What follows belongs to an exercise in optimizing a design on an open flow for small area; a production flow would make more cautious choices. The RTL was checked by simulation tests, not by an equivalence proof against the original design. Power and IR drop assume default switching activity.

==> flow/design.v <==
package spwm_pkg;
  localparam int ANGLE_W = 8;
  localparam int SPAN_W  = 12;
  localparam int TICK_W  = 16;
  localparam int PPS_W   = 8;
  localparam int PROD_W  = ANGLE_W + SPAN_W;
  localparam int S91_W   = 19;
  localparam int DEFAULT_MAX_ANGLE = 180;
  localparam logic [TICK_W-1:0] PERIOD_RST    = 16'd20000;
  localparam logic [TICK_W-1:0] MIN_PULSE_RST = 16'd500;
  localparam logic [SPAN_W-1:0] SPAN_RST      = 12'd1900;
  localparam logic [PPS_W-1:0]  PPS_RST       = 8'd50;
  localparam logic [S91_W-1:0]  S91_RST       = 19'd172900;   
  typedef enum logic [1:0] {
    CFG_PERIOD    = 2'd0,
    CFG_MIN_PULSE = 2'd1,
    CFG_SPAN      = 2'd2,
    CFG_PPS       = 2'd3
  } cfg_idx_t;
  typedef enum logic {
    FUNC_TICK = 1'b0,
    FUNC_MOVE = 1'b1
  } func_t;
endpackage
import spwm_pkg::*;
module spwm_width (
  input  logic [ANGLE_W-1:0] angle,
  input  logic [18:0]        s91,
  input  logic [TICK_W-1:0]  min_pulse,
  input  logic [TICK_W-1:0]  period_n,      
  output logic [TICK_W-1:0]  high_width_n   
);
  wire pp1, pp2, pp3, pp4, pp5, pp6, pp7, pp8, pp9, pp10, pp11, pp12, pp13, pp14, pp15, pp16, pp17, pp18, pp19, pp20, pp21, pp22, pp23, pp24, pp25, pp26, pp27, pp28, pp29, pp30, pp31, pp32, pp33, pp34, pp35, pp36, pp37, pp38, pp39, pp40, pp41, pp42, pp43, pp44, pp45, pp46, pp47, pp48, pp49, pp50, pp51, pp52, pp53, pp54, pp55, pp56, pp57, pp58, pp59, pp60, pp61, pp62, pp63, pp64, pp65, pp66, pp67, pp68, pp69, pp70, pp71, pp72, pp73, pp74, pp75, pp76, pp77, pp78, pp79, pp80, pp81, pp82, pp83, pp84, pp85, pp86, pp87, pp88, pp89, pp90, pp91, pp92, pp93, pp94, pp95, pp96, pp97, pp98, pp99, pp100, pp101, pp102, pp103, pp104, pp105, pp106, pp107, pp108, pp109, pp110, pp111, pp112, pp113, pp114, pp115, pp116, pp117, pp118, pp119, pp120, pp121, pp122, pp123, pp124, pp125, pp126, pp127, pp128, pp129, pp130, pp131, pp132, pp133, pp134, hs135, hc136, fs137, fc138, fs139, fc140, fs141, fc142, fs143, fc144, fs145, fc146, fs147, fc148, fs149, fc150, fs151, fc152, fs153, fc154, fs155, fc156, fs157, fc158, fs159, fc160, hs161, hc162, hs163, hc164, fs165, fc166, hs167, hc168, fs169, fc170, fs171, fc172, fs173, fc174, fs175, fc176, fs177, fc178, fs179, fc180, fs181, fc182, fs183, fc184, fs185, fc186, fs187, fc188, fs189, fc190, fs191, fc192, fs193, fc194, fs195, fc196, fs197, fc198, fs199, fc200, fs201, fc202, fs203, fc204, fs205, fc206, fs207, fc208, fs209, fc210, fs211, fc212, fs213, fc214, fs215, fc216, fs217, fc218, fs219, fc220, fs221, fc222, fs223, fc224, fs225, fc226, fs227, fc228, fs229, fc230, hs231, hc232, fs233, fc234, fs235, fc236, fs237, fc238, fs239, fc240, fs241, fc242, fs243, fc244, fs245, fc246, fs247, fc248, fs249, fc250, fs251, fc252, fs253, fc254, fs255, fc256, fs257, fc258, fs259, fc260, fs261, fc262, fs263, fc264, fs265, fc266, fs267, fc268, fs269, fc270, hs271, hc272, fs273, fc274, fs275, fc276, fs277, fc278, fs279, fc280, fs281, fc282, fs283, fc284, fs285, fc286, fs287, fc288, fs289, fc290, fs291, fc292, fs293, fc294, fs295, fc296, fs297, fc298, fs299, fc300, fs301, fc302, fs303, fc304, fs305, fc306, fs307, fc308, fs309, fc310, fs311, fc312, fs313, fc314;
  assign pp1 = ~(angle[0] & s91[0]);
  assign pp2 = ~(angle[0] & s91[1]);
  assign pp3 = ~(angle[0] & s91[2]);
  assign pp4 = ~(angle[0] & s91[3]);
  assign pp5 = ~(angle[0] & s91[4]);
  assign pp6 = ~(angle[0] & s91[5]);
  assign pp7 = ~(angle[0] & s91[6]);
  assign pp8 = ~(angle[0] & s91[7]);
  assign pp9 = ~(angle[0] & s91[8]);
  assign pp10 = ~(angle[0] & s91[9]);
  assign pp11 = ~(angle[0] & s91[10]);
  assign pp12 = ~(angle[0] & s91[11]);
  assign pp13 = ~(angle[0] & s91[12]);
  assign pp14 = ~(angle[0] & s91[13]);
  assign pp15 = ~(angle[0] & s91[14]);
  assign pp16 = ~(angle[0] & s91[15]);
  assign pp17 = ~(angle[0] & s91[16]);
  assign pp18 = ~(angle[0] & s91[17]);
  assign pp19 = ~(angle[0] & s91[18]);
  assign pp20 = ~(angle[1] & s91[0]);
  assign pp21 = ~(angle[1] & s91[1]);
  assign pp22 = ~(angle[1] & s91[2]);
  assign pp23 = ~(angle[1] & s91[3]);
  assign pp24 = ~(angle[1] & s91[4]);
  assign pp25 = ~(angle[1] & s91[5]);
  assign pp26 = ~(angle[1] & s91[6]);
  assign pp27 = ~(angle[1] & s91[7]);
  assign pp28 = ~(angle[1] & s91[8]);
  assign pp29 = ~(angle[1] & s91[9]);
  assign pp30 = ~(angle[1] & s91[10]);
  assign pp31 = ~(angle[1] & s91[11]);
  assign pp32 = ~(angle[1] & s91[12]);
  assign pp33 = ~(angle[1] & s91[13]);
  assign pp34 = ~(angle[1] & s91[14]);
  assign pp35 = ~(angle[1] & s91[15]);
  assign pp36 = ~(angle[1] & s91[16]);
  assign pp37 = ~(angle[1] & s91[17]);
  assign pp38 = ~(angle[1] & s91[18]);
  assign pp39 = ~(angle[2] & s91[0]);
  assign pp40 = ~(angle[2] & s91[1]);
  assign pp41 = ~(angle[2] & s91[2]);
  assign pp42 = ~(angle[2] & s91[3]);
  assign pp43 = ~(angle[2] & s91[4]);
  assign pp44 = ~(angle[2] & s91[5]);
  assign pp45 = ~(angle[2] & s91[6]);
  assign pp46 = ~(angle[2] & s91[7]);
  assign pp47 = ~(angle[2] & s91[8]);
  assign pp48 = ~(angle[2] & s91[9]);
  assign pp49 = ~(angle[2] & s91[10]);
  assign pp50 = ~(angle[2] & s91[11]);
  assign pp51 = ~(angle[2] & s91[12]);
  assign pp52 = ~(angle[2] & s91[13]);
  assign pp53 = ~(angle[2] & s91[14]);
  assign pp54 = ~(angle[2] & s91[15]);
  assign pp55 = ~(angle[2] & s91[16]);
  assign pp56 = ~(angle[2] & s91[17]);
  assign pp57 = ~(angle[2] & s91[18]);
  assign pp58 = ~(angle[3] & s91[0]);
  assign pp59 = ~(angle[3] & s91[1]);
  assign pp60 = ~(angle[3] & s91[2]);
  assign pp61 = ~(angle[3] & s91[3]);
  assign pp62 = ~(angle[3] & s91[4]);
  assign pp63 = ~(angle[3] & s91[5]);
  assign pp64 = ~(angle[3] & s91[6]);
  assign pp65 = ~(angle[3] & s91[7]);
  assign pp66 = ~(angle[3] & s91[8]);
  assign pp67 = ~(angle[3] & s91[9]);
  assign pp68 = ~(angle[3] & s91[10]);
  assign pp69 = ~(angle[3] & s91[11]);
  assign pp70 = ~(angle[3] & s91[12]);
  assign pp71 = ~(angle[3] & s91[13]);
  assign pp72 = ~(angle[3] & s91[14]);
  assign pp73 = ~(angle[3] & s91[15]);
  assign pp74 = ~(angle[3] & s91[16]);
  assign pp75 = ~(angle[3] & s91[17]);
  assign pp76 = ~(angle[3] & s91[18]);
  assign pp77 = ~(angle[4] & s91[0]);
  assign pp78 = ~(angle[4] & s91[1]);
  assign pp79 = ~(angle[4] & s91[2]);
  assign pp80 = ~(angle[4] & s91[3]);
  assign pp81 = ~(angle[4] & s91[4]);
  assign pp82 = ~(angle[4] & s91[5]);
  assign pp83 = ~(angle[4] & s91[6]);
  assign pp84 = ~(angle[4] & s91[7]);
  assign pp85 = ~(angle[4] & s91[8]);
  assign pp86 = ~(angle[4] & s91[9]);
  assign pp87 = ~(angle[4] & s91[10]);
  assign pp88 = ~(angle[4] & s91[11]);
  assign pp89 = ~(angle[4] & s91[12]);
  assign pp90 = ~(angle[4] & s91[13]);
  assign pp91 = ~(angle[4] & s91[14]);
  assign pp92 = ~(angle[4] & s91[15]);
  assign pp93 = ~(angle[4] & s91[16]);
  assign pp94 = ~(angle[4] & s91[17]);
  assign pp95 = ~(angle[4] & s91[18]);
  assign pp96 = ~(angle[5] & s91[0]);
  assign pp97 = ~(angle[5] & s91[1]);
  assign pp98 = ~(angle[5] & s91[2]);
  assign pp99 = ~(angle[5] & s91[3]);
  assign pp100 = ~(angle[5] & s91[4]);
  assign pp101 = ~(angle[5] & s91[5]);
  assign pp102 = ~(angle[5] & s91[6]);
  assign pp103 = ~(angle[5] & s91[7]);
  assign pp104 = ~(angle[5] & s91[8]);
  assign pp105 = ~(angle[5] & s91[9]);
  assign pp106 = ~(angle[5] & s91[10]);
  assign pp107 = ~(angle[5] & s91[11]);
  assign pp108 = ~(angle[5] & s91[12]);
  assign pp109 = ~(angle[5] & s91[13]);
  assign pp110 = ~(angle[5] & s91[14]);
  assign pp111 = ~(angle[5] & s91[15]);
  assign pp112 = ~(angle[5] & s91[16]);
  assign pp113 = ~(angle[5] & s91[17]);
  assign pp114 = ~(angle[5] & s91[18]);
  assign pp115 = ~(angle[6] & s91[0]);
  assign pp116 = ~((angle[7] & s91[0]) | (angle[6] & s91[1]));
  assign pp117 = ~((angle[7] & s91[1]) | (angle[6] & s91[2]));
  assign pp118 = ~((angle[7] & s91[2]) | (angle[6] & s91[3]));
  assign pp119 = ~((angle[7] & s91[3]) | (angle[6] & s91[4]));
  assign pp120 = ~((angle[7] & s91[4]) | (angle[6] & s91[5]));
  assign pp121 = ~((angle[7] & s91[5]) | (angle[6] & s91[6]));
  assign pp122 = ~((angle[7] & s91[6]) | (angle[6] & s91[7]));
  assign pp123 = ~((angle[7] & s91[7]) | (angle[6] & s91[8]));
  assign pp124 = ~((angle[7] & s91[8]) | (angle[6] & s91[9]));
  assign pp125 = ~((angle[7] & s91[9]) | (angle[6] & s91[10]));
  assign pp126 = ~((angle[7] & s91[10]) | (angle[6] & s91[11]));
  assign pp127 = ~((angle[7] & s91[11]) | (angle[6] & s91[12]));
  assign pp128 = ~((angle[7] & s91[12]) | (angle[6] & s91[13]));
  assign pp129 = ~((angle[7] & s91[13]) | (angle[6] & s91[14]));
  assign pp130 = ~((angle[7] & s91[14]) | (angle[6] & s91[15]));
  assign pp131 = ~((angle[7] & s91[15]) | (angle[6] & s91[16]));
  assign pp132 = ~((angle[7] & s91[16]) | (angle[6] & s91[17]));
  assign pp133 = ~((angle[7] & s91[17]) | (angle[6] & s91[18]));
  assign pp134 = ~(angle[7] & s91[18]);
  spwm_fa u_hs135 (.a(pp7), .b(pp25), .ci(1'b1), .s(hs135), .co(hc136));
  spwm_fa u_fs137 (.a(pp8), .b(pp26), .ci(pp44), .s(fs137), .co(fc138));
  spwm_fa u_fs139 (.a(pp9), .b(pp27), .ci(pp45), .s(fs139), .co(fc140));
  spwm_fa u_fs141 (.a(pp10), .b(pp28), .ci(pp46), .s(fs141), .co(fc142));
  spwm_fa u_fs143 (.a(pp11), .b(pp29), .ci(pp47), .s(fs143), .co(fc144));
  spwm_fa u_fs145 (.a(pp12), .b(pp30), .ci(pp48), .s(fs145), .co(fc146));
  spwm_fa u_fs147 (.a(pp13), .b(pp31), .ci(pp49), .s(fs147), .co(fc148));
  spwm_fa u_fs149 (.a(pp14), .b(pp32), .ci(pp50), .s(fs149), .co(fc150));
  spwm_fa u_fs151 (.a(pp15), .b(pp33), .ci(pp51), .s(fs151), .co(fc152));
  spwm_fa u_fs153 (.a(pp16), .b(pp34), .ci(pp52), .s(fs153), .co(fc154));
  spwm_fa u_fs155 (.a(pp17), .b(pp35), .ci(pp53), .s(fs155), .co(fc156));
  spwm_fa u_fs157 (.a(pp18), .b(pp36), .ci(pp54), .s(fs157), .co(fc158));
  spwm_fa u_fs159 (.a(pp19), .b(pp37), .ci(pp55), .s(fs159), .co(fc160));
  spwm_fa u_hs161 (.a(pp38), .b(pp56), .ci(1'b1), .s(hs161), .co(hc162));
  spwm_fa u_hs163 (.a(pp5), .b(pp23), .ci(1'b1), .s(hs163), .co(hc164));
  spwm_fa u_fs165 (.a(pp6), .b(pp24), .ci(pp42), .s(fs165), .co(fc166));
  spwm_fa u_hs167 (.a(pp60), .b(pp78), .ci(1'b1), .s(hs167), .co(hc168));
  spwm_fa u_fs169 (.a(pp43), .b(pp61), .ci(pp79), .s(fs169), .co(fc170));
  spwm_fa u_fs171 (.a(pp97), .b(pp115), .ci(hs135), .s(fs171), .co(fc172));
  spwm_fa u_fs173 (.a(pp62), .b(pp80), .ci(pp98), .s(fs173), .co(fc174));
  spwm_fa u_fs175 (.a(pp116), .b(fs137), .ci(hc136), .s(fs175), .co(fc176));
  spwm_fa u_fs177 (.a(pp63), .b(pp81), .ci(pp99), .s(fs177), .co(fc178));
  spwm_fa u_fs179 (.a(pp117), .b(fs139), .ci(fc138), .s(fs179), .co(fc180));
  spwm_fa u_fs181 (.a(pp64), .b(pp82), .ci(pp100), .s(fs181), .co(fc182));
  spwm_fa u_fs183 (.a(pp118), .b(fs141), .ci(fc140), .s(fs183), .co(fc184));
  spwm_fa u_fs185 (.a(pp65), .b(pp83), .ci(pp101), .s(fs185), .co(fc186));
  spwm_fa u_fs187 (.a(pp119), .b(fs143), .ci(fc142), .s(fs187), .co(fc188));
  spwm_fa u_fs189 (.a(pp66), .b(pp84), .ci(pp102), .s(fs189), .co(fc190));
  spwm_fa u_fs191 (.a(pp120), .b(fs145), .ci(fc144), .s(fs191), .co(fc192));
  spwm_fa u_fs193 (.a(pp67), .b(pp85), .ci(pp103), .s(fs193), .co(fc194));
  spwm_fa u_fs195 (.a(pp121), .b(fs147), .ci(fc146), .s(fs195), .co(fc196));
  spwm_fa u_fs197 (.a(pp68), .b(pp86), .ci(pp104), .s(fs197), .co(fc198));
  spwm_fa u_fs199 (.a(pp122), .b(fs149), .ci(fc148), .s(fs199), .co(fc200));
  spwm_fa u_fs201 (.a(pp69), .b(pp87), .ci(pp105), .s(fs201), .co(fc202));
  spwm_fa u_fs203 (.a(pp123), .b(fs151), .ci(fc150), .s(fs203), .co(fc204));
  spwm_fa u_fs205 (.a(pp70), .b(pp88), .ci(pp106), .s(fs205), .co(fc206));
  spwm_fa u_fs207 (.a(pp124), .b(fs153), .ci(fc152), .s(fs207), .co(fc208));
  spwm_fa u_fs209 (.a(pp71), .b(pp89), .ci(pp107), .s(fs209), .co(fc210));
  spwm_fa u_fs211 (.a(pp125), .b(fs155), .ci(fc154), .s(fs211), .co(fc212));
  spwm_fa u_fs213 (.a(pp72), .b(pp90), .ci(pp108), .s(fs213), .co(fc214));
  spwm_fa u_fs215 (.a(pp126), .b(fs157), .ci(fc156), .s(fs215), .co(fc216));
  spwm_fa u_fs217 (.a(pp73), .b(pp91), .ci(pp109), .s(fs217), .co(fc218));
  spwm_fa u_fs219 (.a(pp127), .b(fs159), .ci(fc158), .s(fs219), .co(fc220));
  spwm_fa u_fs221 (.a(pp74), .b(pp92), .ci(pp110), .s(fs221), .co(fc222));
  spwm_fa u_fs223 (.a(pp128), .b(hs161), .ci(fc160), .s(fs223), .co(fc224));
  spwm_fa u_fs225 (.a(pp57), .b(pp75), .ci(pp93), .s(fs225), .co(fc226));
  spwm_fa u_fs227 (.a(pp111), .b(pp129), .ci(hc162), .s(fs227), .co(fc228));
  spwm_fa u_fs229 (.a(pp76), .b(pp94), .ci(pp112), .s(fs229), .co(fc230));
  spwm_fa u_hs231 (.a(pp4), .b(pp22), .ci(1'b1), .s(hs231), .co(hc232));
  spwm_fa u_fs233 (.a(pp41), .b(pp59), .ci(pp77), .s(fs233), .co(fc234));
  spwm_fa u_fs235 (.a(pp96), .b(fs165), .ci(hs167), .s(fs235), .co(fc236));
  spwm_fa u_fs237 (.a(fs169), .b(fs171), .ci(fc166), .s(fs237), .co(fc238));
  spwm_fa u_fs239 (.a(fs173), .b(fs175), .ci(fc170), .s(fs239), .co(fc240));
  spwm_fa u_fs241 (.a(fs177), .b(fs179), .ci(fc174), .s(fs241), .co(fc242));
  spwm_fa u_fs243 (.a(fs181), .b(fs183), .ci(fc178), .s(fs243), .co(fc244));
  spwm_fa u_fs245 (.a(fs185), .b(fs187), .ci(fc182), .s(fs245), .co(fc246));
  spwm_fa u_fs247 (.a(fs189), .b(fs191), .ci(fc186), .s(fs247), .co(fc248));
  spwm_fa u_fs249 (.a(fs193), .b(fs195), .ci(fc190), .s(fs249), .co(fc250));
  spwm_fa u_fs251 (.a(fs197), .b(fs199), .ci(fc194), .s(fs251), .co(fc252));
  spwm_fa u_fs253 (.a(fs201), .b(fs203), .ci(fc198), .s(fs253), .co(fc254));
  spwm_fa u_fs255 (.a(fs205), .b(fs207), .ci(fc202), .s(fs255), .co(fc256));
  spwm_fa u_fs257 (.a(fs209), .b(fs211), .ci(fc206), .s(fs257), .co(fc258));
  spwm_fa u_fs259 (.a(fs213), .b(fs215), .ci(fc210), .s(fs259), .co(fc260));
  spwm_fa u_fs261 (.a(fs217), .b(fs219), .ci(fc214), .s(fs261), .co(fc262));
  spwm_fa u_fs263 (.a(fs221), .b(fs223), .ci(fc218), .s(fs263), .co(fc264));
  spwm_fa u_fs265 (.a(fs225), .b(fs227), .ci(fc222), .s(fs265), .co(fc266));
  spwm_fa u_fs267 (.a(pp130), .b(fs229), .ci(fc226), .s(fs267), .co(fc268));
  spwm_fa u_fs269 (.a(pp95), .b(pp113), .ci(pp131), .s(fs269), .co(fc270));
  spwm_fa u_hs271 (.a(pp3), .b(pp21), .ci(1'b1), .s(hs271), .co(hc272));
  spwm_fa u_fs273 (.a(pp40), .b(pp58), .ci(hs231), .s(fs273), .co(fc274));
  spwm_fa u_fs275 (.a(hs163), .b(fs233), .ci(hc232), .s(fs275), .co(fc276));
  spwm_fa u_fs277 (.a(hc164), .b(fs235), .ci(fc234), .s(fs277), .co(fc278));
  spwm_fa u_fs279 (.a(hc168), .b(fs237), .ci(fc236), .s(fs279), .co(fc280));
  spwm_fa u_fs281 (.a(fc172), .b(fs239), .ci(fc238), .s(fs281), .co(fc282));
  spwm_fa u_fs283 (.a(fc176), .b(fs241), .ci(fc240), .s(fs283), .co(fc284));
  spwm_fa u_fs285 (.a(fc180), .b(fs243), .ci(fc242), .s(fs285), .co(fc286));
  spwm_fa u_fs287 (.a(fc184), .b(fs245), .ci(fc244), .s(fs287), .co(fc288));
  spwm_fa u_fs289 (.a(fc188), .b(fs247), .ci(fc246), .s(fs289), .co(fc290));
  spwm_fa u_fs291 (.a(fc192), .b(fs249), .ci(fc248), .s(fs291), .co(fc292));
  spwm_fa u_fs293 (.a(fc196), .b(fs251), .ci(fc250), .s(fs293), .co(fc294));
  spwm_fa u_fs295 (.a(fc200), .b(fs253), .ci(fc252), .s(fs295), .co(fc296));
  spwm_fa u_fs297 (.a(fc204), .b(fs255), .ci(fc254), .s(fs297), .co(fc298));
  spwm_fa u_fs299 (.a(fc208), .b(fs257), .ci(fc256), .s(fs299), .co(fc300));
  spwm_fa u_fs301 (.a(fc212), .b(fs259), .ci(fc258), .s(fs301), .co(fc302));
  spwm_fa u_fs303 (.a(fc216), .b(fs261), .ci(fc260), .s(fs303), .co(fc304));
  spwm_fa u_fs305 (.a(fc220), .b(fs263), .ci(fc262), .s(fs305), .co(fc306));
  spwm_fa u_fs307 (.a(fc224), .b(fs265), .ci(fc264), .s(fs307), .co(fc308));
  spwm_fa u_fs309 (.a(fc228), .b(fs267), .ci(fc266), .s(fs309), .co(fc310));
  spwm_fa u_fs311 (.a(fc230), .b(fs269), .ci(fc268), .s(fs311), .co(fc312));
  spwm_fa u_fs313 (.a(pp114), .b(pp132), .ci(fc270), .s(fs313), .co(fc314));
  wire [25:0] ra = {~pp134, ~pp133, ~fs313, ~fs311, ~fs309, ~fs307, ~fs305, ~fs303, ~fs301, ~fs299, ~fs297, ~fs295, ~fs293, ~fs291, ~fs289, ~fs287, ~fs285, ~fs283, ~fs281, ~fs279, ~fs277, ~fs275, ~fs273, ~pp39, ~pp2, ~pp1};
  wire [25:0] rb = {1'b0, ~fc314, ~fc312, ~fc310, ~fc308, ~fc306, ~fc304, ~fc302, ~fc300, ~fc298, ~fc296, ~fc294, ~fc292, ~fc290, ~fc288, ~fc286, ~fc284, ~fc282, ~fc280, ~fc278, ~fc276, ~fc274, ~hc272, ~hs271, ~pp20, 1'b0};
  wire [26:0] v;
  wire vag0_0 = ra[0] & rb[0];
  wire vap0_0 = ra[0] ^ rb[0];
  wire vag1_1 = ra[1] & rb[1];
  wire vap1_1 = ra[1] ^ rb[1];
  wire vag2_2 = ra[2] & rb[2];
  wire vap2_2 = ra[2] ^ rb[2];
  wire vag3_3 = ra[3] & rb[3];
  wire vap3_3 = ra[3] ^ rb[3];
  wire vag4_4 = ra[4] & rb[4];
  wire vap4_4 = ra[4] ^ rb[4];
  wire vag5_5 = ra[5] & rb[5];
  wire vap5_5 = ra[5] ^ rb[5];
  wire vag6_6 = ra[6] & rb[6];
  wire vap6_6 = ra[6] ^ rb[6];
  wire vag7_7 = ra[7] & rb[7];
  wire vap7_7 = ra[7] ^ rb[7];
  wire vag8_8 = ra[8] & rb[8];
  wire vap8_8 = ra[8] ^ rb[8];
  wire vag9_9 = ra[9] & rb[9];
  wire vap9_9 = ra[9] ^ rb[9];
  wire vag10_10 = ra[10] & rb[10];
  wire vap10_10 = ra[10] ^ rb[10];
  wire vag11_11 = ra[11] & rb[11];
  wire vap11_11 = ra[11] ^ rb[11];
  wire vag12_12 = ra[12] & rb[12];
  wire vap12_12 = ra[12] ^ rb[12];
  wire vag13_13 = ra[13] & rb[13];
  wire vap13_13 = ra[13] ^ rb[13];
  wire vag14_14 = ra[14] & rb[14];
  wire vap14_14 = ra[14] ^ rb[14];
  wire vag15_15 = ra[15] & rb[15];
  wire vap15_15 = ra[15] ^ rb[15];
  wire vag16_16 = ra[16] & rb[16];
  wire vap16_16 = ra[16] ^ rb[16];
  wire vag17_17 = ra[17] & rb[17];
  wire vap17_17 = ra[17] ^ rb[17];
  wire vag18_18 = ra[18] & rb[18];
  wire vap18_18 = ra[18] ^ rb[18];
  wire vag19_19 = ra[19] & rb[19];
  wire vap19_19 = ra[19] ^ rb[19];
  wire vag20_20 = ra[20] & rb[20];
  wire vap20_20 = ra[20] ^ rb[20];
  wire vag21_21 = ra[21] & rb[21];
  wire vap21_21 = ra[21] ^ rb[21];
  wire vag22_22 = ra[22] & rb[22];
  wire vap22_22 = ra[22] ^ rb[22];
  wire vag23_23 = ra[23] & rb[23];
  wire vap23_23 = ra[23] ^ rb[23];
  wire vag24_24 = ra[24] & rb[24];
  wire vap24_24 = ra[24] ^ rb[24];
  wire vag25_25 = ra[25] & rb[25];
  wire vap25_25 = ra[25] ^ rb[25];
  wire vag0_1 = vag1_1 | (vap1_1 & vag0_0);
  wire vap0_1 = vap1_1 & vap0_0;
  wire vag2_3 = vag3_3 | (vap3_3 & vag2_2);
  wire vap2_3 = vap3_3 & vap2_2;
  wire vag4_5 = vag5_5 | (vap5_5 & vag4_4);
  wire vap4_5 = vap5_5 & vap4_4;
  wire vag6_7 = vag7_7 | (vap7_7 & vag6_6);
  wire vap6_7 = vap7_7 & vap6_6;
  wire vag8_9 = vag9_9 | (vap9_9 & vag8_8);
  wire vap8_9 = vap9_9 & vap8_8;
  wire vag10_11 = vag11_11 | (vap11_11 & vag10_10);
  wire vap10_11 = vap11_11 & vap10_10;
  wire vag12_13 = vag13_13 | (vap13_13 & vag12_12);
  wire vap12_13 = vap13_13 & vap12_12;
  wire vag14_15 = vag15_15 | (vap15_15 & vag14_14);
  wire vap14_15 = vap15_15 & vap14_14;
  wire vag16_17 = vag17_17 | (vap17_17 & vag16_16);
  wire vap16_17 = vap17_17 & vap16_16;
  wire vag18_19 = vag19_19 | (vap19_19 & vag18_18);
  wire vap18_19 = vap19_19 & vap18_18;
  wire vag20_21 = vag21_21 | (vap21_21 & vag20_20);
  wire vap20_21 = vap21_21 & vap20_20;
  wire vag22_23 = vag23_23 | (vap23_23 & vag22_22);
  wire vap22_23 = vap23_23 & vap22_22;
  wire vag24_25 = vag25_25 | (vap25_25 & vag24_24);
  wire vap24_25 = vap25_25 & vap24_24;
  wire vag0_3 = vag2_3 | (vap2_3 & vag0_1);
  wire vap0_3 = vap2_3 & vap0_1;
  wire vag4_7 = vag6_7 | (vap6_7 & vag4_5);
  wire vap4_7 = vap6_7 & vap4_5;
  wire vag8_11 = vag10_11 | (vap10_11 & vag8_9);
  wire vap8_11 = vap10_11 & vap8_9;
  wire vag12_15 = vag14_15 | (vap14_15 & vag12_13);
  wire vap12_15 = vap14_15 & vap12_13;
  wire vag16_19 = vag18_19 | (vap18_19 & vag16_17);
  wire vap16_19 = vap18_19 & vap16_17;
  wire vag20_23 = vag22_23 | (vap22_23 & vag20_21);
  wire vap20_23 = vap22_23 & vap20_21;
  wire vag0_7 = vag4_7 | (vap4_7 & vag0_3);
  wire vap0_7 = vap4_7 & vap0_3;
  wire vag8_15 = vag12_15 | (vap12_15 & vag8_11);
  wire vap8_15 = vap12_15 & vap8_11;
  wire vag16_23 = vag20_23 | (vap20_23 & vag16_19);
  wire vap16_23 = vap20_23 & vap16_19;
  wire vag0_15 = vag8_15 | (vap8_15 & vag0_7);
  wire vap0_15 = vap8_15 & vap0_7;
  wire vag0_23 = vag16_23 | (vap16_23 & vag0_15);
  wire vap0_23 = vap16_23 & vap0_15;
  wire vag0_11 = vag8_11 | (vap8_11 & vag0_7);
  wire vap0_11 = vap8_11 & vap0_7;
  wire vag0_19 = vag16_19 | (vap16_19 & vag0_15);
  wire vap0_19 = vap16_19 & vap0_15;
  wire vag0_5 = vag4_5 | (vap4_5 & vag0_3);
  wire vap0_5 = vap4_5 & vap0_3;
  wire vag0_9 = vag8_9 | (vap8_9 & vag0_7);
  wire vap0_9 = vap8_9 & vap0_7;
  wire vag0_13 = vag12_13 | (vap12_13 & vag0_11);
  wire vap0_13 = vap12_13 & vap0_11;
  wire vag0_17 = vag16_17 | (vap16_17 & vag0_15);
  wire vap0_17 = vap16_17 & vap0_15;
  wire vag0_21 = vag20_21 | (vap20_21 & vag0_19);
  wire vap0_21 = vap20_21 & vap0_19;
  wire vag0_25 = vag24_25 | (vap24_25 & vag0_23);
  wire vap0_25 = vap24_25 & vap0_23;
  wire vag0_2 = vag2_2 | (vap2_2 & vag0_1);
  wire vap0_2 = vap2_2 & vap0_1;
  wire vag0_4 = vag4_4 | (vap4_4 & vag0_3);
  wire vap0_4 = vap4_4 & vap0_3;
  wire vag0_6 = vag6_6 | (vap6_6 & vag0_5);
  wire vap0_6 = vap6_6 & vap0_5;
  wire vag0_8 = vag8_8 | (vap8_8 & vag0_7);
  wire vap0_8 = vap8_8 & vap0_7;
  wire vag0_10 = vag10_10 | (vap10_10 & vag0_9);
  wire vap0_10 = vap10_10 & vap0_9;
  wire vag0_12 = vag12_12 | (vap12_12 & vag0_11);
  wire vap0_12 = vap12_12 & vap0_11;
  wire vag0_14 = vag14_14 | (vap14_14 & vag0_13);
  wire vap0_14 = vap14_14 & vap0_13;
  wire vag0_16 = vag16_16 | (vap16_16 & vag0_15);
  wire vap0_16 = vap16_16 & vap0_15;
  wire vag0_18 = vag18_18 | (vap18_18 & vag0_17);
  wire vap0_18 = vap18_18 & vap0_17;
  wire vag0_20 = vag20_20 | (vap20_20 & vag0_19);
  wire vap0_20 = vap20_20 & vap0_19;
  wire vag0_22 = vag22_22 | (vap22_22 & vag0_21);
  wire vap0_22 = vap22_22 & vap0_21;
  wire vag0_24 = vag24_24 | (vap24_24 & vag0_23);
  wire vap0_24 = vap24_24 & vap0_23;
  assign v = {vag0_25, vap25_25 ^ vag0_24, vap24_24 ^ vag0_23, vap23_23 ^ vag0_22, vap22_22 ^ vag0_21, vap21_21 ^ vag0_20, vap20_20 ^ vag0_19, vap19_19 ^ vag0_18, vap18_18 ^ vag0_17, vap17_17 ^ vag0_16, vap16_16 ^ vag0_15, vap15_15 ^ vag0_14, vap14_14 ^ vag0_13, vap13_13 ^ vag0_12, vap12_12 ^ vag0_11, vap11_11 ^ vag0_10, vap10_10 ^ vag0_9, vap9_9 ^ vag0_8, vap8_8 ^ vag0_7, vap7_7 ^ vag0_6, vap6_6 ^ vag0_5, vap5_5 ^ vag0_4, vap4_4 ^ vag0_3, vap3_3 ^ vag0_2, vap2_2 ^ vag0_1, vap1_1 ^ vag0_0, vap0_0 ^ 1'b0};
  wire [11:0] h = v[25:14];
  wire [11:0] l = v[13:2];
  wire [11:0] g1 = h & l;
  wire [11:0] p1 = h | l;
  wire [5:0]  g2, p2;
  wire [2:0]  g3, p3;
  for (genvar k = 0; k < 6; k++) begin : g_t2
    assign g2[k] = g1[2*k+1] | (p1[2*k+1] & g1[2*k]);
    assign p2[k] = p1[2*k+1] & p1[2*k];
  end
  for (genvar k = 0; k < 3; k++) begin : g_t3
    assign g3[k] = g2[2*k+1] | (p2[2*k+1] & g2[2*k]);
    assign p3[k] = p2[2*k+1] & p2[2*k];
  end
  wire c = g3[2] | (p3[2] & (g3[1] | (p3[1] & (g3[0] | p3[0]))));
  wire [16:0] sum;
  wire sag0_0 = min_pulse[0] & h[0];
  wire sap0_0 = min_pulse[0] ^ h[0];
  wire sag1_1 = min_pulse[1] & h[1];
  wire sap1_1 = min_pulse[1] ^ h[1];
  wire sag2_2 = min_pulse[2] & h[2];
  wire sap2_2 = min_pulse[2] ^ h[2];
  wire sag3_3 = min_pulse[3] & h[3];
  wire sap3_3 = min_pulse[3] ^ h[3];
  wire sag4_4 = min_pulse[4] & h[4];
  wire sap4_4 = min_pulse[4] ^ h[4];
  wire sag5_5 = min_pulse[5] & h[5];
  wire sap5_5 = min_pulse[5] ^ h[5];
  wire sag6_6 = min_pulse[6] & h[6];
  wire sap6_6 = min_pulse[6] ^ h[6];
  wire sag7_7 = min_pulse[7] & h[7];
  wire sap7_7 = min_pulse[7] ^ h[7];
  wire sag8_8 = min_pulse[8] & h[8];
  wire sap8_8 = min_pulse[8] ^ h[8];
  wire sag9_9 = min_pulse[9] & h[9];
  wire sap9_9 = min_pulse[9] ^ h[9];
  wire sag10_10 = min_pulse[10] & h[10];
  wire sap10_10 = min_pulse[10] ^ h[10];
  wire sag11_11 = min_pulse[11] & h[11];
  wire sap11_11 = min_pulse[11] ^ h[11];
  wire sag12_12 = min_pulse[12] & 1'b0;
  wire sap12_12 = min_pulse[12] ^ 1'b0;
  wire sag13_13 = min_pulse[13] & 1'b0;
  wire sap13_13 = min_pulse[13] ^ 1'b0;
  wire sag14_14 = min_pulse[14] & 1'b0;
  wire sap14_14 = min_pulse[14] ^ 1'b0;
  wire sag15_15 = min_pulse[15] & 1'b0;
  wire sap15_15 = min_pulse[15] ^ 1'b0;
  wire sag0_1 = sag1_1 | (sap1_1 & sag0_0);
  wire sap0_1 = sap1_1 & sap0_0;
  wire sag2_3 = sag3_3 | (sap3_3 & sag2_2);
  wire sap2_3 = sap3_3 & sap2_2;
  wire sag4_5 = sag5_5 | (sap5_5 & sag4_4);
  wire sap4_5 = sap5_5 & sap4_4;
  wire sag6_7 = sag7_7 | (sap7_7 & sag6_6);
  wire sap6_7 = sap7_7 & sap6_6;
  wire sag8_9 = sag9_9 | (sap9_9 & sag8_8);
  wire sap8_9 = sap9_9 & sap8_8;
  wire sag10_11 = sag11_11 | (sap11_11 & sag10_10);
  wire sap10_11 = sap11_11 & sap10_10;
  wire sag12_13 = sag13_13 | (sap13_13 & sag12_12);
  wire sap12_13 = sap13_13 & sap12_12;
  wire sag14_15 = sag15_15 | (sap15_15 & sag14_14);
  wire sap14_15 = sap15_15 & sap14_14;
  wire sag0_3 = sag2_3 | (sap2_3 & sag0_1);
  wire sap0_3 = sap2_3 & sap0_1;
  wire sag4_7 = sag6_7 | (sap6_7 & sag4_5);
  wire sap4_7 = sap6_7 & sap4_5;
  wire sag8_11 = sag10_11 | (sap10_11 & sag8_9);
  wire sap8_11 = sap10_11 & sap8_9;
  wire sag12_15 = sag14_15 | (sap14_15 & sag12_13);
  wire sap12_15 = sap14_15 & sap12_13;
  wire sag0_7 = sag4_7 | (sap4_7 & sag0_3);
  wire sap0_7 = sap4_7 & sap0_3;
  wire sag8_15 = sag12_15 | (sap12_15 & sag8_11);
  wire sap8_15 = sap12_15 & sap8_11;
  wire sag0_15 = sag8_15 | (sap8_15 & sag0_7);
  wire sap0_15 = sap8_15 & sap0_7;
  wire sag0_11 = sag8_11 | (sap8_11 & sag0_7);
  wire sap0_11 = sap8_11 & sap0_7;
  wire sag0_5 = sag4_5 | (sap4_5 & sag0_3);
  wire sap0_5 = sap4_5 & sap0_3;
  wire sag0_9 = sag8_9 | (sap8_9 & sag0_7);
  wire sap0_9 = sap8_9 & sap0_7;
  wire sag0_13 = sag12_13 | (sap12_13 & sag0_11);
  wire sap0_13 = sap12_13 & sap0_11;
  wire sag0_2 = sag2_2 | (sap2_2 & sag0_1);
  wire sap0_2 = sap2_2 & sap0_1;
  wire sag0_4 = sag4_4 | (sap4_4 & sag0_3);
  wire sap0_4 = sap4_4 & sap0_3;
  wire sag0_6 = sag6_6 | (sap6_6 & sag0_5);
  wire sap0_6 = sap6_6 & sap0_5;
  wire sag0_8 = sag8_8 | (sap8_8 & sag0_7);
  wire sap0_8 = sap8_8 & sap0_7;
  wire sag0_10 = sag10_10 | (sap10_10 & sag0_9);
  wire sap0_10 = sap10_10 & sap0_9;
  wire sag0_12 = sag12_12 | (sap12_12 & sag0_11);
  wire sap0_12 = sap12_12 & sap0_11;
  wire sag0_14 = sag14_14 | (sap14_14 & sag0_13);
  wire sap0_14 = sap14_14 & sap0_13;
  assign sum = {(sag0_15 | (sap0_15 & c)), sap15_15 ^ (sag0_14 | (sap0_14 & c)), sap14_14 ^ (sag0_13 | (sap0_13 & c)), sap13_13 ^ (sag0_12 | (sap0_12 & c)), sap12_12 ^ (sag0_11 | (sap0_11 & c)), sap11_11 ^ (sag0_10 | (sap0_10 & c)), sap10_10 ^ (sag0_9 | (sap0_9 & c)), sap9_9 ^ (sag0_8 | (sap0_8 & c)), sap8_8 ^ (sag0_7 | (sap0_7 & c)), sap7_7 ^ (sag0_6 | (sap0_6 & c)), sap6_6 ^ (sag0_5 | (sap0_5 & c)), sap5_5 ^ (sag0_4 | (sap0_4 & c)), sap4_4 ^ (sag0_3 | (sap0_3 & c)), sap3_3 ^ (sag0_2 | (sap0_2 & c)), sap2_2 ^ (sag0_1 | (sap0_1 & c)), sap1_1 ^ (sag0_0 | (sap0_0 & c)), sap0_0 ^ c};
  wire [16:0] rs;
  wire [16:0] rc;
  spwm_ha u_room0 (.a(period_n[0]), .b(min_pulse[0]), .s(rs[0]), .co(rc[1]));
  for (genvar k = 1; k < 16; k++) begin : g_room
    spwm_fa u_room (.a(period_n[k]), .b(min_pulse[k]), .ci(rc[k]), .s(rs[k]), .co(rc[k+1]));
  end
  assign rs[16] = rc[16];
  wire        room_neg = rs[16];
  wire        room_big = ~&rs[15:12];
  wire [12:0] gt;
  assign gt[0] = 1'b0;
  for (genvar k = 0; k < 12; k++) begin : g_gt
    assign gt[k+1] = (h[k] & rs[k]) | (h[k] & gt[k]) | (rs[k] & gt[k]);
  end
  wire        h_gt = gt[12];
  wire        h_eq = &(h ^ rs[11:0]);
  wire        over = room_neg | (!room_big & (h_gt | (c & h_eq)));
  assign high_width_n = over ? period_n : ~sum[15:0];
endmodule
module spwm_fa (
  input  logic a,
  input  logic b,
  input  logic ci,
  output logic s,
  output logic co
);
  assign s  = a ^ b ^ ci;
  assign co = (a & b) | (ci & (a ^ b));
endmodule
module spwm_ha (
  input  logic a,
  input  logic b,
  output logic s,
  output logic co
);
  assign s  = a ^ b;
  assign co = a & b;
endmodule
module spwm_maj (
  input  logic a,
  input  logic b,
  input  logic c,
  output logic y
);
  assign y = (a & b) | (a & c) | (b & c);
endmodule
import spwm_pkg::*;
module servo_pwm_sweep_generator (
  input  logic        clk,
  input  logic        rst_n,
  input  logic        in_tvalid,
  output logic        in_tready,
  input  logic [15:0] in_tdata,
  input  logic        in_tuser,
  output logic        out_tvalid,
  input  logic        out_tready,
  output logic [15:0] out_tdata,
  input  logic        cfg_valid,
  output logic        cfg_ready,
  input  logic [1:0]  cfg_index,
  input  logic [15:0] cfg_data
);
  function automatic logic [7:0] step8(input logic [7:0] a, input logic up,
                                       input logic en);
    logic [7:0] r;
    logic       c;
    integer     i;
    begin
      c = en;
      for (i = 0; i < 8; i = i + 1) begin
        r[i] = a[i] ^ c;
        c    = c & ~(a[i] ^ up);
      end
      step8 = r;
    end
  endfunction
  function automatic logic [7:0] clamp180(input logic [7:0] x);
    logic gt;
    begin
      gt = x[7] & (x[6] | (x[5] & x[4] & (x[3] | (x[2] & (x[1] | x[0])))));
      clamp180 = gt ? 8'd180 : x;
    end
  endfunction
  logic [S91_W-1:0] s91_new;
  wire ts1, tc2, ts3, tc4, ts5, tc6, ts7, tc8, ts9, tc10, ts11, tc12;
  wire ts13, tc14, ts15, tc16, ts17, tc18, ts19, tc20, ts21, tc22, ts23, tc24;
  wire ts25, tc26, ts27, tc28, ts29, tc30, ts31, tc32, ts33, tc34, ts35, tc36;
  wire ts37, tc38, ts39, tc40, ts41, tc42, ts43, tc44, ts45, tc46, ts47, tc48;
  wire ts49, tc50, ts51, tc52, ts53, tc54, ts55, tc56, ts57, tc58, ts59, tc60;
  wire ts61, tc62, ts63, tc64, ts65, tc66, ts67, tc68, ts69, tc70, ts71, tc72;
  wire ts73, tc74, ts75, tc76, ts77, tc78, ts79, tc80, ts81, tc82, ts83, tc84;
  wire ts85, tc86, ts87, tc88, ts89, tc90, ts91, tc92, ts93, tc94, ts95, tc96;
  spwm_ha u_ts1 (.a(cfg_data[0]), .b(cfg_data[2]), .s(ts1), .co(tc2));
  spwm_fa u_ts3 (.a(cfg_data[1]), .b(cfg_data[3]), .ci(cfg_data[4]), .s(ts3), .co(tc4));
  spwm_fa u_ts5 (.a(cfg_data[2]), .b(cfg_data[4]), .ci(cfg_data[5]), .s(ts5), .co(tc6));
  spwm_fa u_ts7 (.a(cfg_data[3]), .b(cfg_data[5]), .ci(cfg_data[6]), .s(ts7), .co(tc8));
  spwm_fa u_ts9 (.a(cfg_data[4]), .b(cfg_data[6]), .ci(cfg_data[7]), .s(ts9), .co(tc10));
  spwm_fa u_ts11 (.a(cfg_data[5]), .b(cfg_data[7]), .ci(cfg_data[8]), .s(ts11), .co(tc12));
  spwm_ha u_ts13 (.a(cfg_data[6]), .b(cfg_data[8]), .s(ts13), .co(tc14));
  spwm_ha u_ts15 (.a(cfg_data[0]), .b(cfg_data[1]), .s(ts15), .co(tc16));
  spwm_fa u_ts17 (.a(cfg_data[1]), .b(cfg_data[2]), .ci(cfg_data[4]), .s(ts17), .co(tc18));
  spwm_fa u_ts19 (.a(cfg_data[3]), .b(cfg_data[5]), .ci(cfg_data[6]), .s(ts19), .co(tc20));
  spwm_fa u_ts21 (.a(cfg_data[6]), .b(cfg_data[7]), .ci(ts3), .s(ts21), .co(tc22));
  spwm_fa u_ts23 (.a(cfg_data[7]), .b(cfg_data[8]), .ci(ts5), .s(ts23), .co(tc24));
  spwm_fa u_ts25 (.a(cfg_data[8]), .b(cfg_data[9]), .ci(ts7), .s(ts25), .co(tc26));
  spwm_fa u_ts27 (.a(cfg_data[9]), .b(cfg_data[10]), .ci(ts9), .s(ts27), .co(tc28));
  spwm_fa u_ts29 (.a(cfg_data[10]), .b(cfg_data[11]), .ci(ts11), .s(ts29), .co(tc30));
  spwm_fa u_ts31 (.a(cfg_data[9]), .b(cfg_data[11]), .ci(ts13), .s(ts31), .co(tc32));
  spwm_fa u_ts33 (.a(cfg_data[7]), .b(cfg_data[9]), .ci(cfg_data[10]), .s(ts33), .co(tc34));
  spwm_ha u_ts35 (.a(cfg_data[8]), .b(cfg_data[10]), .s(ts35), .co(tc36));
  spwm_ha u_ts37 (.a(cfg_data[0]), .b(cfg_data[2]), .s(ts37), .co(tc38));
  spwm_fa u_ts39 (.a(cfg_data[3]), .b(cfg_data[4]), .ci(ts15), .s(ts39), .co(tc40));
  spwm_fa u_ts41 (.a(cfg_data[5]), .b(ts17), .ci(tc16), .s(ts41), .co(tc42));
  spwm_fa u_ts43 (.a(ts1), .b(ts19), .ci(tc18), .s(ts43), .co(tc44));
  spwm_fa u_ts45 (.a(tc2), .b(ts21), .ci(tc20), .s(ts45), .co(tc46));
  spwm_fa u_ts47 (.a(tc4), .b(ts23), .ci(tc22), .s(ts47), .co(tc48));
  spwm_fa u_ts49 (.a(tc6), .b(ts25), .ci(tc24), .s(ts49), .co(tc50));
  spwm_fa u_ts51 (.a(tc8), .b(ts27), .ci(tc26), .s(ts51), .co(tc52));
  spwm_fa u_ts53 (.a(tc10), .b(ts29), .ci(tc28), .s(ts53), .co(tc54));
  spwm_fa u_ts55 (.a(tc12), .b(ts31), .ci(tc30), .s(ts55), .co(tc56));
  spwm_fa u_ts57 (.a(tc14), .b(ts33), .ci(tc32), .s(ts57), .co(tc58));
  spwm_fa u_ts59 (.a(cfg_data[11]), .b(ts35), .ci(tc34), .s(ts59), .co(tc60));
  spwm_fa u_ts61 (.a(cfg_data[9]), .b(cfg_data[11]), .ci(tc36), .s(ts61), .co(tc62));
  spwm_ha u_ts63 (.a(cfg_data[0]), .b(cfg_data[1]), .s(ts63), .co(tc64));
  spwm_fa u_ts65 (.a(cfg_data[1]), .b(cfg_data[2]), .ci(tc64), .s(ts65), .co(tc66));
  spwm_fa u_ts67 (.a(cfg_data[3]), .b(ts37), .ci(tc66), .s(ts67), .co(tc68));
  spwm_fa u_ts69 (.a(ts39), .b(tc38), .ci(tc68), .s(ts69), .co(tc70));
  spwm_fa u_ts71 (.a(ts41), .b(tc40), .ci(tc70), .s(ts71), .co(tc72));
  spwm_fa u_ts73 (.a(ts43), .b(tc42), .ci(tc72), .s(ts73), .co(tc74));
  spwm_fa u_ts75 (.a(ts45), .b(tc44), .ci(tc74), .s(ts75), .co(tc76));
  spwm_fa u_ts77 (.a(ts47), .b(tc46), .ci(tc76), .s(ts77), .co(tc78));
  spwm_fa u_ts79 (.a(ts49), .b(tc48), .ci(tc78), .s(ts79), .co(tc80));
  spwm_fa u_ts81 (.a(ts51), .b(tc50), .ci(tc80), .s(ts81), .co(tc82));
  spwm_fa u_ts83 (.a(ts53), .b(tc52), .ci(tc82), .s(ts83), .co(tc84));
  spwm_fa u_ts85 (.a(ts55), .b(tc54), .ci(tc84), .s(ts85), .co(tc86));
  spwm_fa u_ts87 (.a(ts57), .b(tc56), .ci(tc86), .s(ts87), .co(tc88));
  spwm_fa u_ts89 (.a(ts59), .b(tc58), .ci(tc88), .s(ts89), .co(tc90));
  spwm_fa u_ts91 (.a(ts61), .b(tc60), .ci(tc90), .s(ts91), .co(tc92));
  spwm_fa u_ts93 (.a(cfg_data[10]), .b(tc62), .ci(tc92), .s(ts93), .co(tc94));
  spwm_ha u_ts95 (.a(cfg_data[11]), .b(tc94), .s(ts95), .co(tc96));
  assign s91_new = {tc96, ts95, ts93, ts91, ts89, ts87, ts85, ts83, ts81, ts79, ts77, ts75, ts73, ts71, ts69, ts67, ts65, ts63, cfg_data[0]};
  logic [TICK_W-1:0]  period_n, min_pulse_r;
  logic [S91_W-1:0]   s91_r;      
  logic [PPS_W-1:0]   pps_n;
  logic [TICK_W-1:0]  tick_r;
  logic [PPS_W-1:0]   pcount_r;
  logic [ANGLE_W-1:0] angle_r, goal_n;
  logic [TICK_W-1:0]  width_n;
  logic               moving_r;
  logic               out_valid_r, pin_r, reject_r, stepped_r;
  logic               up_r;       
  logic               in_acc, is_move, move_ok, tick_mv;
  logic [ANGLE_W-1:0] start_cl, target_cl, a_step, a_load, shown;
  logic [TICK_W:0]    tick_inc;
  logic [PPS_W-1:0]   pcount_inc;
  logic               wrap, pwrap, at_goal, up, step, stop;
  logic [TICK_W-1:0]  new_width_n;
  logic               pin_lt;
  assign cfg_ready  = 1'b1;
  assign in_tready  = !out_valid_r || out_tready;
  assign in_acc     = in_tvalid && in_tready;
  assign is_move    = in_tuser;
  assign move_ok    = is_move && !moving_r;
  assign tick_mv    = !is_move && moving_r;
  assign start_cl   = clamp180(in_tdata[7:0]);
  assign target_cl  = clamp180(in_tdata[15:8]);
  logic [TICK_W:0] tick_cy;
  logic [PPS_W:0]  pcount_cy;
  assign tick_inc[0]   = ~tick_r[0];
  assign tick_cy[1]    = tick_r[0];
  assign pcount_inc[0] = ~pcount_r[0];
  assign pcount_cy[1]  = pcount_r[0];
  for (genvar i = 1; i < TICK_W; i++) begin : g_tick_inc
    spwm_ha u_ha (.a(tick_r[i]), .b(tick_cy[i]), .s(tick_inc[i]), .co(tick_cy[i+1]));
  end
  assign tick_inc[TICK_W] = tick_cy[TICK_W];
  for (genvar i = 1; i < PPS_W; i++) begin : g_pcount_inc
    spwm_ha u_ha (.a(pcount_r[i]), .b(pcount_cy[i]), .s(pcount_inc[i]), .co(pcount_cy[i+1]));
  end
  logic [TICK_W:0]    wrap_nb, pin_nb;
  logic [PPS_W:0]     pwrap_nb;
  logic [ANGLE_W:0]   up_nb;
  logic [ANGLE_W-1:0] target_n;
  assign wrap_nb[0]  = 1'b1;
  assign pin_nb[0]   = 1'b1;
  assign pwrap_nb[0] = 1'b1;
  assign up_nb[0]    = 1'b1;
  for (genvar i = 0; i < TICK_W; i++) begin : g_cmp16
    spwm_maj u_wrap (.a(tick_inc[i]), .b(period_n[i]), .c(wrap_nb[i]), .y(wrap_nb[i+1]));
    spwm_maj u_pin  (.a(tick_r[i]),   .b(width_n[i]),  .c(pin_nb[i]),  .y(pin_nb[i+1]));
  end
  for (genvar i = 0; i < PPS_W; i++) begin : g_cmp8
    spwm_maj u_pwrap (.a(pcount_inc[i]), .b(pps_n[i]),  .c(pwrap_nb[i]), .y(pwrap_nb[i+1]));
    spwm_maj u_up    (.a(start_cl[i]),   .b(target_n[i]), .c(up_nb[i]),  .y(up_nb[i+1]));
  end
  assign wrap       = tick_inc[TICK_W] | wrap_nb[TICK_W];
  assign pwrap      = pwrap_nb[PPS_W];
  assign pin_lt     = ~pin_nb[TICK_W];
  assign at_goal    = &(angle_r ^ goal_n);
  assign target_n   = ~target_cl;
  assign up         = up_r;
  assign step       = tick_mv && wrap && pwrap && !at_goal;
  assign stop       = tick_mv && wrap && pwrap && at_goal;
  assign a_step     = step8(angle_r, up, 1'b1);
  assign a_load     = is_move ? start_cl : a_step;
  spwm_width u_width (
    .angle      (a_load),
    .s91        (s91_r),
    .min_pulse  (min_pulse_r),
    .period_n   (period_n),
    .high_width_n (new_width_n)
  );
  always_ff @(posedge clk) begin
    if (!rst_n) begin
      period_n    <= ~PERIOD_RST;
      min_pulse_r <= MIN_PULSE_RST;
      s91_r       <= S91_RST;
      pps_n       <= ~PPS_RST;
    end else if (cfg_valid) begin
      case (cfg_index)
        CFG_PERIOD:    period_n    <= ~cfg_data;
        CFG_MIN_PULSE: min_pulse_r <= cfg_data;
        CFG_SPAN:      s91_r       <= s91_new;
        default:       pps_n       <= ~cfg_data[PPS_W-1:0];
      endcase
    end
  end
  always_ff @(posedge clk) begin
    if (!rst_n) begin
      moving_r    <= 1'b0;
      angle_r     <= '0;
      out_valid_r <= 1'b0;
    end else begin
      out_valid_r <= in_acc || (out_valid_r && !out_tready);
      if (in_acc) begin
        if (move_ok) begin
          moving_r <= 1'b1;
          angle_r  <= start_cl;
        end else if (stop) begin
          moving_r <= 1'b0;
        end else if (step) begin
          angle_r  <= a_step;
        end
      end
    end
  end
  always_ff @(posedge clk) begin
    if (in_acc) begin
      if (move_ok) begin
        goal_n   <= target_n;
        up_r     <= ~up_nb[ANGLE_W];
        tick_r   <= '0;
        pcount_r <= '0;
      end else if (tick_mv) begin
        if (wrap) begin
          tick_r   <= '0;
          pcount_r <= pwrap ? '0 : pcount_inc;
        end else begin
          tick_r   <= tick_inc[TICK_W-1:0];
        end
      end
      if (move_ok || step) width_n <= new_width_n;
      pin_r     <= tick_mv && pin_lt;
      reject_r  <= is_move && moving_r;
      stepped_r <= step;
    end
  end
  assign shown = step8(angle_r, !up_r, stepped_r);
  assign out_tvalid = out_valid_r;
  assign out_tdata  = {5'b0, reject_r, moving_r, shown, pin_r};
endmodule
==> flow/flow/run.sh <==
#!/bin/bash
# The standard layout, with the port buffers that buffer_ports puts on every
# input and output made the smallest buffer cell. Each tool's full output goes
# to a log file of its own in this folder (ORFS's own step logs stay under
# orfs/logs/).
set -euo pipefail
export BUFFER_PORTS_ARGS="-buffer_cell sky130_fd_sc_hd__buf_1"
bash standard.sh finish > standard_flow.log 2>&1
==> flow/standard.sh <==
#!/bin/bash
# synth_recipe.tcl (not shown) runs the flow's synth.tcl, then flattens the netlist and writes it again
# the make line also repeats each setting of config.mk as NAME=value (left out here)
make -C /OpenROAD-flow-scripts/flow DESIGN_CONFIG=/design/flow/config.mk WORK_HOME=/design/flow/orfs CLKGATE_MAP_FILE= SYNTH_SCRIPT=/design/flow/synth_recipe.tcl "${@:-finish}"
==> flow/config.mk <==
export PLATFORM = sky130hd
export DESIGN_NAME = servo_pwm_sweep_generator
export DESIGN_NICKNAME = servo_pwm_sweep_generator
export VERILOG_FILES = /design/flow/design.v
export SDC_FILE = /design/flow/constraint.sdc
export NUM_CORES = 4
export LEC_CHECK = 0
export CAP_MARGIN = 20
export CORE_MARGIN = 2
export CORE_UTILIZATION = 40
export CTS_BUF_LIST = sky130_fd_sc_hd__clkbuf_4 sky130_fd_sc_hd__clkbuf_8
export SLEW_MARGIN = 20
export SYNTH_HIERARCHICAL = 1
==> flow/constraint.sdc <==
create_clock -name core_clock -period 12.0 [get_ports {clk}]
set_input_delay 2.4000 -clock core_clock [delete_from_list [all_inputs] [get_ports {clk}]]
set_output_delay 2.4000 -clock core_clock [all_outputs]
set_load 0.01 [all_outputs]
==> results.txt, run 1 <==
outcome complete, no violations; Multi-input gate area 8480 sq um; remaining antenna violation count 0; Die Ht 177 microns; most used cell, CP fa_1; worst min path class reg -> reg; vias per cell 5.28; antenna violations before repair 0; post-synthesis sequential area ratio 0.245; dpl hpwl 22400 microns; post-synthesis cell area 12000 sq um; Max-slew headroom 0.353; die width 177 microns; post-route cell area 12900 sq um; worst-path fanout max 13; Synth area leaders fa_1 (27%), edfxtp_1 (13%), dfxtp_1 (12%); DRT Pass-1 Iters 5; nets@finish 1517; reg2reg end width_n[15]; clock share of power 0.092; ANT cells 0; Power Density 320 nW/um^2; Post-Syn Instances 1219; syn_area_per_cell 9.85 sq um; Worst R2R Setup Slack 3.36 ns; hold_buf cts 0; CP arrival 10.44 ns; Peak Freq 97.7 MHz; Final Setup Violations 0; Worst Max-Slew Pin Slew 0.970 ns; worst setup path end width_n[15]; PortBufs 52; post-CTS sizing 0; Pleak 5.12 nW; core area 29600 sq um; vias in the first global route 8752; Startpoint Class input pin; Sw Ratio 0.491; #FFs+latches synth 121; die area 31400 sq um; Hold Startpoint pps_n[0]; DR WL/cell 17.4 microns; Comb power frac 0.762; vias 8664; area leader, netlist fa_1; count of different cell masters after synthesis 72; clock buffers created by TritonCTS 17; Residual DRC 0; Crit. Startpoint in_tdata[3]; Max Slew Vio Count 0; CP max-delay cell fa_1; P_int 2.10 mW; Synth Flop Type dfxtp_1; power share of the sequential group 0.147; Worst R2R Start up_r; CP Capture Type flip-flop; post-synth top area share 0.265; H-Tree Depth 4; Sequential Area 2940 sq um; grt ovf 0; MaxCap Viol Count 0; pin count of the biggest net entering global routing 37; FFs w/ async S/R, synth 0; RSZ-0062 raised after global routing no; GPL Wtd Cong 0.885; Sw Pwr 2.02 mW; num ports 59; Max stage delay on crit path 0.57 ns; postcts setup bufs 0; number of DRC markers in iteration 0 575; Fill cells 2887; synth warn 7; Sink Count 121; clk buf depth 2; peak supply drop 0.232 mV; Total GRT Usage 0.192; Worst EP required 12.20 ns; Hold Vio Cnt, Final 0; TritonCTS clock tree done; Post-synth EDFFs 52; area grow syn2layout 7.20%; first-pass GRT wire length 46800 microns; Setup CP Type in -> reg; Worst Clk Skew 0.0144 ns; Site Rows 63; Initial Utilization 0.406; latest clock arrival within the worst-skew pair 0.45 ns; Tmin final 10.23 ns; Util after Layout 0.435; Clock Tree Root clkbuf_8; Post-Route WL 28600 microns; Worst-path clk slew 0.08 ns; Worst R2R Path Depth 32; share of layout cells above drive strength 1 0.102; setup TNS 0 ns; fin crit share 0.853; DP Area 12500 sq um
## cell usage in the layout (no fill, tap or decap), types with 20 or more instances in the layout
cell / instances
fa_1: 159
xnor2_1: 29
o211ai_1: 22
nor2_1: 51
and2_1: 30
nand3_1: 20
edfxtp_1: 52
dfxtp_1: 69
maj3_2: 50
ha_1: 79
buf_1: 52
a21oi_1: 70
inv_1: 74
nand2_1: 233
## registers in the layout (all words and copies together) (netlist names), 8 cells and up
name / flops
pcount_r: 8
pps_n: 8
width_n: 16
goal_n: 8
s91_r: 19
angle_r: 8
min_pulse_r: 16
period_n: 16
tick_r: 16
## cell usage after synthesis (3+ instances only)
cell / count
a22oi_1: 19
mux2_2: 8
clkbuf_1: 38
inv_1: 74
nor2b_1: 3
o32ai_1: 3
o211ai_1: 22
a21o_1: 18
or3_1: 3
buf_6: 3
nor4_1: 3
ha_1: 79
o21ai_0: 23
dfxtp_1: 69
a31oi_1: 3
nor2_1: 52
buf_1: 16
buf_4: 13
a211oi_1: 11
xor2_1: 19
nand2_1: 233
buf_2: 5
conb_1: 3
fa_1: 159
mux2i_1: 5
and3_1: 4
o21bai_1: 4
nand3_1: 20
nand4_1: 9
maj3_2: 50
nor3_1: 13
xnor2_1: 29
and2_1: 30
a21oi_1: 70
edfxtp_1: 52
o21a_1: 4
nand2b_1: 8
## critical path: cells and delay by family
family | cells | cell delay [ns]
simple gates | 5 | 0.87
buf+inv | 3 | 0.44
fa+ha+maj | 6 | 2.71
compound gates | 14 | 3.08
mux | 1 | 0.26
xor+xnor | 2 | 0.66
## power groups by stage
stage	Clock [mW]	Sequential, mW	Combinational, mW
floorplan	0	0.587	2.41
global placement	0	0.615	3.07
detailed placement	0	0.615	3.13
CTS	0.384	0.606	3.15
global route	0.403	0.612	3.52
finish	0.377	0.605	3.14
## modules after synthesis, one instance, submodules excluded
module / times used / area, sq um / cells inside
spwm_ha: 30 / 12.5 / 1
spwm_fa: 146 / 20.0 / 1
servo_pwm_sweep_generator: 1 / 5130 / 515
spwm_maj: 48 / 11.3 / 1
spwm_width: 1 / 3030 / 480
## cell families after synthesis
group | after synthesis | share of synthesized area
xor+xnor | 50 | 0.0377
compound gates | 202 | 0.112
flops | 121 | 0.245
simple gates | 391 | 0.143
mux | 13 | 0.0117
other cells | 3 | 0.000938
buf+inv | 151 | 0.0545
fa+ha+maj | 288 | 0.394
## cell type report
cell class	count	area share
Clock inverter	14	0.0116
Clock buffer	18	0.0192
Multi-Input combinational cell	960	0.659
Timing Repair Buffer	64	0.0222
Inverter	75	0.0219
Sequential cell	121	0.229
Tap cell	390	0.0379
## routing by layer
metal | vias to the layer above | track usage | share of wire
li1 | 4122 | - | -
met1 | 4321 | 0.269 | 0.47
met2 | 197 | 0.312 | 0.47
met3 | 24 | 0.0316 | 0.043
met4 | 0 | 0.0451 | 0.013
met5 | - | 0 | 0
## metrics by stage
step / std cells / hold WS [ns] / total power, mW / setup slack [ns]
detailed placement: 1610 / 0.487 / 3.74 / 1.41
floorplan: 1232 / 0.435 / 3.00 / 2.05
CTS: 1642 / 0.502 / 4.14 / 1.85
finish: 1642 / 0.498 / 4.12 / 1.77
global placement: 1610 / 0.480 / 3.69 / 1.53
global route: 1642 / 0.520 / 4.54 / 1.31
## worst min-delay path by stage
stage | endpoint | slack (ns) | cells after the start
2_1_floorplan | s91_r[10] | 0.44 | 2
3_3_place_gp | pps_n[3] | 0.48 | 2
3_5_place_dp | pps_n[3] | 0.49 | 2
4_1_cts | pps_n[3] | 0.50 | 2
5_1_grt | pps_n[0] | 0.52 | 2
6_report | pps_n[0] | 0.50 | 2
==> inputs of run 2 (changes only) <==
--- a/flow/config.mk
+++ b/flow/config.mk
@@ -9,5 +9,5 @@
 export CORE_MARGIN = 2
 export CORE_UTILIZATION = 40
-export CTS_BUF_LIST = sky130_fd_sc_hd__clkbuf_4 sky130_fd_sc_hd__clkbuf_8
+export CTS_BUF_LIST = sky130_fd_sc_hd__clkbuf_8
 export SLEW_MARGIN = 20
 export SYNTH_HIERARCHICAL = 1
==> run 2 against run 1 <==
Against the previous run: still clean; global-route usage did not move; via count did not move; total power did not move; design area did not move; sequential share of layout area did not move; sequential power barely moved; clock skew did not move.
==> results.txt, run 2 <==
outcome complete, no violations (unchanged); Site Rows 63 (unchanged); count of different cell masters after synthesis 72 (unchanged); CP max-delay cell fa_1 (unchanged); setup TNS 0 ns (unchanged); Worst R2R Setup Slack 3.36 ns (about the same); Multi-input gate area 8480 sq um (unchanged); postcts setup bufs 0 (unchanged); Die Ht 177 microns (unchanged); #FFs+latches synth 121 (unchanged); Clock Tree Root clkbuf_8 (unchanged); fin crit share 0.853 (unchanged); Total GRT Usage 0.192 (unchanged); vias 8664 (unchanged); Hold Vio Cnt, Final 0 (unchanged); TritonCTS clock tree done (unchanged); Worst Max-Slew Pin Slew 0.970 ns (unchanged); ANT cells 0 (unchanged); share of layout cells above drive strength 1 0.102 (unchanged); clk buf depth 2 (unchanged); Hold Startpoint pps_n[0] (unchanged); commonest cells after routing, fill and taps aside nand2_1 (233), fa_1 (159), ha_1 (79) (unchanged); pin count of the biggest net entering global routing 37 (unchanged); placed insts 1610 (unchanged); GPL Wtd Cong 0.885 (unchanged); Top reg by flops s91_r (unchanged); top-count cell post-synth nand2_1 (unchanged); vias per cell 5.28 (unchanged); Max Slew Vio Count 0 (unchanged); clock share of power 0.092 (about the same); WHS Path Cells 2 (unchanged); first-pass GRT wire length 46800 microns (unchanged); CP Capture Type flip-flop (unchanged); Sw Pwr 2.02 mW (unchanged); nets@finish 1517 (unchanged); Comb power frac 0.762 (about the same); Power Density 320 nW/um^2 (unchanged); Max stage delay on crit path 0.57 ns (about the same); area leader, netlist fa_1 (unchanged); worst min path class reg -> reg (unchanged); DR WL/cell 17.4 microns (unchanged); Setup CP Type in -> reg (unchanged); Synth Flop Type dfxtp_1 (unchanged); DRT Pass-1 Iters 5 (unchanged); Worst-path clk slew 0.08 ns (about the same); Startpoint Class input pin (unchanged); Worst R2R Start up_r (unchanged); Initial Utilization 0.406 (unchanged); post-CTS sizing 0 (unchanged); core area 29600 sq um (unchanged); post-synth top area share 0.265 (unchanged); latest clock arrival within the worst-skew pair 0.45 ns (about the same); H-Tree Depth 4 (unchanged); Sequential Area 2940 sq um (unchanged); Sw Ratio 0.491 (unchanged); commonest non-fill, non-tap cell in the layout nand2_1 (unchanged); power share of the sequential group 0.147 (about the same); Residual DRC 0 (unchanged); synth cell count leaders nand2_1 (233), fa_1 (159), ha_1 (79) (unchanged); Final Setup Violations 0 (unchanged); Synth area leaders fa_1 (27%), edfxtp_1 (13%), dfxtp_1 (12%) (unchanged); Hold EP pps_n[0] (unchanged); Sink Count 121 (unchanged); Fill cells 2887 (unchanged); Non-Filler Instances 1642 (unchanged); antenna violations before repair 0 (unchanged); worst-path fanout max 13 (unchanged); Tmin final 10.23 ns (unchanged); Max-slew headroom 0.353 (unchanged); Peak Freq 97.7 MHz (unchanged); die width 177 microns (unchanged)
==> run 2: cell families (layout without fill, tap and decap cells) <==
family | count (synthesis) | in the layout | synth area share
buffers and inverters | 151 | 171 | 0.0545
other | 3 | 16 | 0.000938
xor gates and xnor gates | 50 | 50 | 0.0377
DFF | 121 | 121 | 0.245
AOI/OAI and AO/OA | 202 | 202 | 0.112
muxes | 13 | 13 | 0.0117
adders and majority gates | 288 | 288 | 0.394
and+or+nand+nor | 391 | 391 | 0.143
==> run 2: area by class of cell <==
| type | count | area share |
|---|---|---|
| Sequential cell | 121 | 0.229 |
| Clock buffer | 18 | 0.0192 |
| Multi-Input combinational cell | 960 | 0.659 |
| Tap cell | 390 | 0.0379 |
| Inverter | 75 | 0.0219 |
| Clock inverter | 14 | 0.0116 |
| Timing Repair Buffer | 64 | 0.0222 |
==> run 2: through the flow <==
stage	hold WS, ns	power [mW]	util	setup slack [ns]	instance area, sq um
2_1_floorplan	0.435	3.00	-	2.05	12100
3_3_place_gp	0.480	3.69	0.422	1.53	12500
3_5_place_dp	0.487	3.74	0.422	1.41	12500
4_1_cts	0.502	4.14	0.435	1.85	12900
5_1_grt	0.520	4.54	0.435	1.31	12900
6_report	0.498	4.12	0.435	1.77	12900
==> run 2: worst max-delay path by stage <==
stage | start | endpoint | slack, ns | cells past startpoint
CTS | in_tdata[2] | width_n[15] | 1.85 | 32
floorplan | in_tdata[2] | width_n[15] | 2.05 | 33
detailed placement | in_tdata[2] | width_n[15] | 1.41 | 32
global placement | in_tdata[2] | width_n[15] | 1.53 | 32
finish | in_tdata[3] | width_n[15] | 1.77 | 31
global route | in_tdata[2] | width_n[5] | 1.31 | 31
==> run 2: power groups by stage <==
stage               logic, mW  clock network, mW  registers [mW]
floorplan                2.41                  0           0.587
global placement         3.07                  0           0.615
detailed placement       3.13                  0           0.615
CTS                      3.15              0.384           0.606
global route             3.52              0.403           0.612
finish                   3.14              0.377           0.605
==> run 2: metal layers <==
metal,GRT usage,up-vias,share of wire
met5,0,-,0
met4,0.0451,0,0.013
met3,0.0316,24,0.043
met2,0.312,197,0.47
met1,0.269,4321,0.47
li1,-,4122,-
==> run 2: per-module statistics from Yosys, one instance, submodules excluded <==
| module | cells | flops+latches |
|---|---|---|
| spwm_maj | 1 | 0 |
| spwm_ha | 1 | 0 |
| servo_pwm_sweep_generator | 515 | 121 |
| spwm_width | 480 | 0 |
| spwm_fa | 1 | 0 |
==> run 2: worst max-delay path, delay by kind of cell <==
| family | cells | cell delay, ns |
|---|---|---|
| adders and majority gates | 6 | 2.71 |
| and+or+nand+nor | 5 | 0.87 |
| buffers and inverters | 3 | 0.44 |
| AOI/OAI and AO/OA | 14 | 3.08 |
| muxes | 1 | 0.26 |
| xor gates and xnor gates | 2 | 0.66 |

port drivers added, routing unchanged:
How much do the figures lean on ideal ports? The routed layouts below were timed once more, with nothing changed but the port constraints.
Step 1: set_driving_cell puts a clkbuf_16 on clk and a buf_2 on each other input, an assumption about the parent block.
Step 2 adds t to the input delays and takes it off the output delays; t is the mean of the earliest and latest rising clock arrival at the registers after step 1. Input paths then give back, and output paths get back, about the clock's delay inside the block.
a / b / c = no drivers / after step 1 / after step 2; a / b = the first two.
run | t, ns | setup slack, ns | slew at the worst register clock pin (ns) | worst data-port slew with drivers (ns)
run 1 | 0.482 | 1.766 / 1.782 / 1.300 | 0.09 / 0.09 | 0.04
run 2 | 0.482 | 1.766 / 1.782 / 1.300 | 0.09 / 0.09 | 0.04
After both steps every run listed still meets setup and hold.
